This is an optimization exercise on Yosys and OpenROAD, whose aim is small area and a short achievable clock period, not a production implementation. Only simulation tests tie the RTL to the original design; equivalence was not proved.

Design viterbi_pmu, start of the top module:
module viterbi_pmu (
	input  logic                       clk,
	input  logic                       reset_n,
	input  logic [6-1:0]   bm_000,
	input  logic [6-1:0]   bm_001,
	input  logic [6-1:0]   bm_010,
	input  logic [6-1:0]   bm_011,
	input  logic [6-1:0]   bm_100,
	input  logic [6-1:0]   bm_101,
	input  logic [6-1:0]   bm_110,
	input  logic [6-1:0]   bm_111,
	output logic [64-1:0] sel_out,
	output logic                       clk_div2_out
);
Size in the first run: about 120 I/O pins.
==> flow/config.mk <==
export PLATFORM = sky130hd
export DESIGN_NAME = viterbi_pmu
export DESIGN_NICKNAME = viterbi_pmu
export VERILOG_FILES = /design/flow/design.v
export SDC_FILE = /design/flow/constraint.sdc
export NUM_CORES = 4
export LEC_CHECK = 0
export ABC_CLOCK_PERIOD_IN_PS = 3000
export CAP_MARGIN = 20
export CORE_MARGIN = 2
export CORE_UTILIZATION = 60
export SETUP_SLACK_MARGIN = 3.2
export SLEW_MARGIN = 20
==> flow/constraint.sdc <==
create_clock -name core_clock -period 6.2 [get_ports {clk}]
set_input_delay 1.2400 -clock core_clock [delete_from_list [all_inputs] [get_ports {clk}]]
set_output_delay 1.2400 -clock core_clock [all_outputs]
set_load 0.01 [all_outputs]
run.sh (not shown) runs the stock make flow with config.mk's settings and CLKGATE_MAP_FILE= SYNTH_SCRIPT=/design/flow/synth_recipe.tcl, a recipe that flattens the netlist after the stock synthesis.
Next try:
- ABC_CLOCK_PERIOD_IN_PS: 3000 -> 3200
- CORE_UTILIZATION: 60 -> 40
- SETUP_SLACK_MARGIN: 3.2 -> 3.0
Wire length went up by 2.0%.
Global-route usage went down by 14 points.
Cell area barely changes.
First-iteration DRC count went down by 13%.
Flip-flop and latch count does not change.
Worst setup slack degrades by 0.14 ns.
Fmax went down by 4.2%.
Clock-buffer cell count went up by 8.

* * *

Setup of exp/zinc:
Another version of the RTL of viterbi_pmu (not shown whole).
For scale: ~11000 cells after synthesis, roughly 810 flip-flops, ~120 I/O pins, ~84000 µm² of cells after synthesis.
make LEC_CHECK=0 ABC_AREA=1 ABC_CLOCK_PERIOD_IN_PS=2700 CAP_MARGIN=20 CORE_MARGIN=2 CORE_UTILIZATION=60 SETUP_SLACK_MARGIN=3.5 SLEW_MARGIN=20 finish   # period 6.2 ns
### exp/zinc -> exp/harbor
==> flow/config.mk <==
export PLATFORM = sky130hd
export DESIGN_NAME = viterbi_pmu
export DESIGN_NICKNAME = viterbi_pmu
export VERILOG_FILES = /design/flow/design.v
export SDC_FILE = /design/flow/constraint.sdc
export NUM_CORES = 4
export LEC_CHECK = 0
export ABC_CLOCK_PERIOD_IN_PS = 3000
export CAP_MARGIN = 20
export CORE_MARGIN = 2
export CORE_UTILIZATION = 60
export SETUP_SLACK_MARGIN = 3.2
export SLEW_MARGIN = 20
--- outcome ---
Post-layout instance area improves in exp/harbor relative to exp/zinc. Across both runs, inserted tap cell count was lower for exp/harbor than for exp/zinc. CTS clock-pin slew for the worst setup and hold paths: exp/harbor vs exp/zinc — no meaningful difference.
> inputs changed (exp/harbor -> exp/willow)
-- flow/config.mk --
<<< exp/harbor, line 6
export NUM_CORES = 4
export LEC_CHECK = 0
export ABC_CLOCK_PERIOD_IN_PS = 3000
export CAP_MARGIN = 20
>>> exp/willow, line 6
export NUM_CORES = 4
export LEC_CHECK = 0
export ABC_AREA = 1
export ABC_CLOCK_PERIOD_IN_PS = 3000
export CAP_MARGIN = 20
Notes after the runs:
Every run in exp/harbor and exp/willow closed cleanly, with the single exception of exp/willow. Number of non-clock buffers in the layout delta for exp/willow relative to exp/harbor: 257 lower. Changes observed in exp/willow relative to exp/harbor: fmax now larger; number of cell instances on the worst register-to-register path fell 1. Compared to exp/harbor, exp/willow has global routing met3 resource utilization 2.5 points higher. Diff exp/harbor and exp/willow: required time reported for the critical path endpoint higher in exp/harbor.

* * *

Setup of job 4040:
Another version of the RTL of viterbi_pmu (not shown whole).
Size in the first run: about 11,000 cells after synthesis, about 870 flip-flops, ~120 I/O pins.
## viterbi_pmu
module viterbi_pmu (
	input  logic                       clk,
	input  logic                       reset_n,
	input  logic [6-1:0]   bm_000,
	input  logic [6-1:0]   bm_001,
	input  logic [6-1:0]   bm_010,
	input  logic [6-1:0]   bm_011,
	input  logic [6-1:0]   bm_100,
	input  logic [6-1:0]   bm_101,
	input  logic [6-1:0]   bm_110,
	input  logic [6-1:0]   bm_111,
	output logic [64-1:0] sel_out,
	output logic                       clk_div2_out
);
	logic [8*6-1:0]                 bm_in;
	logic [8*6-1:0]                 bm_set;
	logic [8*(6+1)-1:0]             bm_delta;
	logic                                       phase;
	logic                                       phase_a;
	logic                                       run;
	logic [64*10-1:0]   old_metrics;
	logic [64*10-1:0]   new_metrics;
	logic [64-1:0]                 decisions;
	logic [64-1:0]                 sel_int;
	assign bm_in = {bm_111, bm_110, bm_101, bm_100, bm_011, bm_010, bm_001, bm_000};
	assign clk_div2_out = phase_a;
	acs_bank u_acs_bank (
		.run         (run),
		.bm_set      (bm_set),
		.bm_delta    (bm_delta),
		.old_metrics (old_metrics),
		.sel         (sel_int),
		.new_metrics (new_metrics),
		.decisions   (decisions)
	);
	path_metric_store u_path_metric_store (
		.clk         (clk),
		.reset_n     (reset_n),
		.bm_in       (bm_in),
		.new_metrics (new_metrics),
		.phase       (phase),
		.phase_a     (phase_a),
		.run         (run),
		.bm_set      (bm_set),
		.bm_delta    (bm_delta),
		.old_metrics (old_metrics)
	);
  ...
==> flow/config.mk <==
export PLATFORM = sky130hd
export DESIGN_NAME = viterbi_pmu
export DESIGN_NICKNAME = viterbi_pmu
export VERILOG_FILES = /design/flow/design.v
export SDC_FILE = /design/flow/constraint.sdc
export NUM_CORES = 4
export LEC_CHECK = 0
export ABC_AREA = 1
export ABC_CLOCK_PERIOD_IN_PS = 3200
export CAP_MARGIN = 20
export CORE_MARGIN = 2
export CORE_UTILIZATION = 60
export SETUP_SLACK_MARGIN = 3.0
export SLEW_MARGIN = 20
==> flow/constraint.sdc <==
create_clock -name core_clock -period 6.2 [get_ports {clk}]
set_input_delay 1.2400 -clock core_clock [delete_from_list [all_inputs] [get_ports {clk}]]
set_output_delay 1.2400 -clock core_clock [all_outputs]
set_load 0.01 [all_outputs]
## Diff of input files: job 3557 against job 4040
==> flow/config.mk <==
export PLATFORM = sky130hd
export DESIGN_NAME = viterbi_pmu
export DESIGN_NICKNAME = viterbi_pmu
export VERILOG_FILES = /design/flow/design.v
export SDC_FILE = /design/flow/constraint.sdc
export NUM_CORES = 4
export LEC_CHECK = 0
export ABC_AREA = 1
export ABC_CLOCK_PERIOD_IN_PS = 3000
export CAP_MARGIN = 20
export CORE_MARGIN = 2
export CORE_UTILIZATION = 60
export SETUP_SLACK_MARGIN = 3.2
export SLEW_MARGIN = 20
- Higher layout-stage area growth over the synthesis result among job 3557 and job 4040: job 3557
- Of job 3557 and job 4040, the run reporting the higher signal arrival time at the worst endpoint was job 4040.
- Final cell count without fillers ends up lower on job 4040.
- Compared with job 4040, in job 3557 share of the cycle needed by the critical path after routing down 2.3 points; non-clock buffer count in the final layout now sits higher.
- [compare] base=job 4040 new=job 3557: critical path depth now smaller; post-layout net count increased 186; final worst slack climbed 150 ps.
Here is what was changed in the inputs of job 5009 compared with job 3557.
-- flow/config.mk --
<<< job 3557, line 10
export CAP_MARGIN = 20
export CORE_MARGIN = 2
export CORE_UTILIZATION = 60
export SETUP_SLACK_MARGIN = 3.2
export SLEW_MARGIN = 20
>>> job 5009, line 10
export CAP_MARGIN = 20
export CORE_MARGIN = 2
export CORE_UTILIZATION = 50
export SETUP_SLACK_MARGIN = 3.2
export SLEW_MARGIN = 20
## What came out
- Routed via count: job 5009 < job 3557
- Total routing resource utilization after global routing, job 3557 and job 5009: lower on job 5009
- On first-pass GRT wire length, job 3557 beats job 5009.
- Changes observed in job 5009 relative to job 3557: worst setup slack for register-to-register paths has increased, ratio of final minimum period to clock period has decreased, initial antenna violation count has remained practically unchanged.
- Core utilization: job 5009 lower than job 3557
- | number of pins exceeding their max-slew limit in the final report | job 5009 vs job 3557 | ≈ equal |
> inputs changed (job 5009 -> job 9916)
==> flow/config.mk <==
export PLATFORM = sky130hd
export DESIGN_NAME = viterbi_pmu
export DESIGN_NICKNAME = viterbi_pmu
export VERILOG_FILES = /design/flow/design.v
export SDC_FILE = /design/flow/constraint.sdc
export NUM_CORES = 4
export LEC_CHECK = 0
export ABC_CLOCK_PERIOD_IN_PS = 3000
export CAP_MARGIN = 20
export CORE_MARGIN = 2
export CORE_UTILIZATION = 60
export SETUP_SLACK_MARGIN = 3.2
export SLEW_MARGIN = 20
Notes after the runs:
- Job 9916: all stages complete, timing, DRC and antenna checks passed
- Summary: with job 5009 as the reference, number of ordinary and repair buffers in the finished layout in job 9916 moved up by more than a quarter.
- Between job 9916 and job 5009, it is job 9916 whose number of antenna violations at the first check in global routing is higher, by about 60%.
- All-layer global routing usage up 4.8 points in job 9916 wrt job 5009
- [compare] base=job 5009 new=job 9916: number of flops mapped to enable cells by yosys now sits at about the same level; achievable clock frequency now smaller; number of nets produced by synthesis went down 19%.

==> re-timing with driven ports <==
The results above use ideal ports. As a check the final layouts listed here were re-extracted and re-timed, cells and wires unchanged.
Step 1 sets driving cells, clkbuf_16 on the clock port and buf_2 on the other inputs (assumed; they add their load-dependent delay and slew).
Step 2, shift: input delay + t, output delay - t, t = (earliest + latest rising clock arrival at the registers) / 2. This alone moves slack from input paths to output paths.
a / b / c = ideal / step 1 / step 2; a / b = the first two.
| run | t (ns) | setup WS [ns] | worst hold slack (ns) | clock arrival spread, ns | worst register clock-pin slew, ns |
|---|---|---|---|---|---|
| the first run of note 1 | 0.813 | 3.126 / 3.126 / 2.828 | 0.450 / 0.450 / 0.450 | 0.028 / 0.028 | 0.07 / 0.07 |
| the second run of note 1 | 0.861 | 2.991 / 2.977 / 2.703 | 0.454 / 0.454 / 0.454 | 0.044 / 0.044 | 0.07 / 0.07 |
| exp/zinc | 0.818 | 3.238 / 3.238 / 2.723 | 0.442 / 0.442 / 0.442 | 0.041 / 0.041 | 0.07 / 0.07 |
| exp/harbor | 0.807 | 2.922 / 2.922 / 2.692 | 0.433 / 0.433 / 0.433 | 0.054 / 0.053 | 0.07 / 0.07 |
| exp/willow | 0.850 | 2.998 / 2.998 / 2.634 | 0.437 / 0.437 / 0.437 | 0.058 / 0.058 | 0.08 / 0.08 |
| job 4040 | 0.826 | 3.001 / 2.927 / 2.528 | 0.439 / 0.425 / 0.439 | 0.036 / 0.036 | 0.07 / 0.07 |
| job 3557 | 0.826 | 3.146 / 3.146 / 2.571 | 0.444 / 0.444 / 0.444 | 0.037 / 0.038 | 0.07 / 0.07 |
| job 5009 | 0.859 | 3.188 / 3.158 / 2.605 | 0.434 / 0.434 / 0.434 | 0.073 / 0.073 | 0.07 / 0.07 |
| job 9916 | 0.831 | 3.085 / 3.085 / 2.674 | 0.473 / 0.473 / 0.473 | 0.047 / 0.047 | 0.07 / 0.07 |
The setup slack of job 5009, which loses most, moves by -0.030 ns with the drivers and by -0.583 ns with both steps.
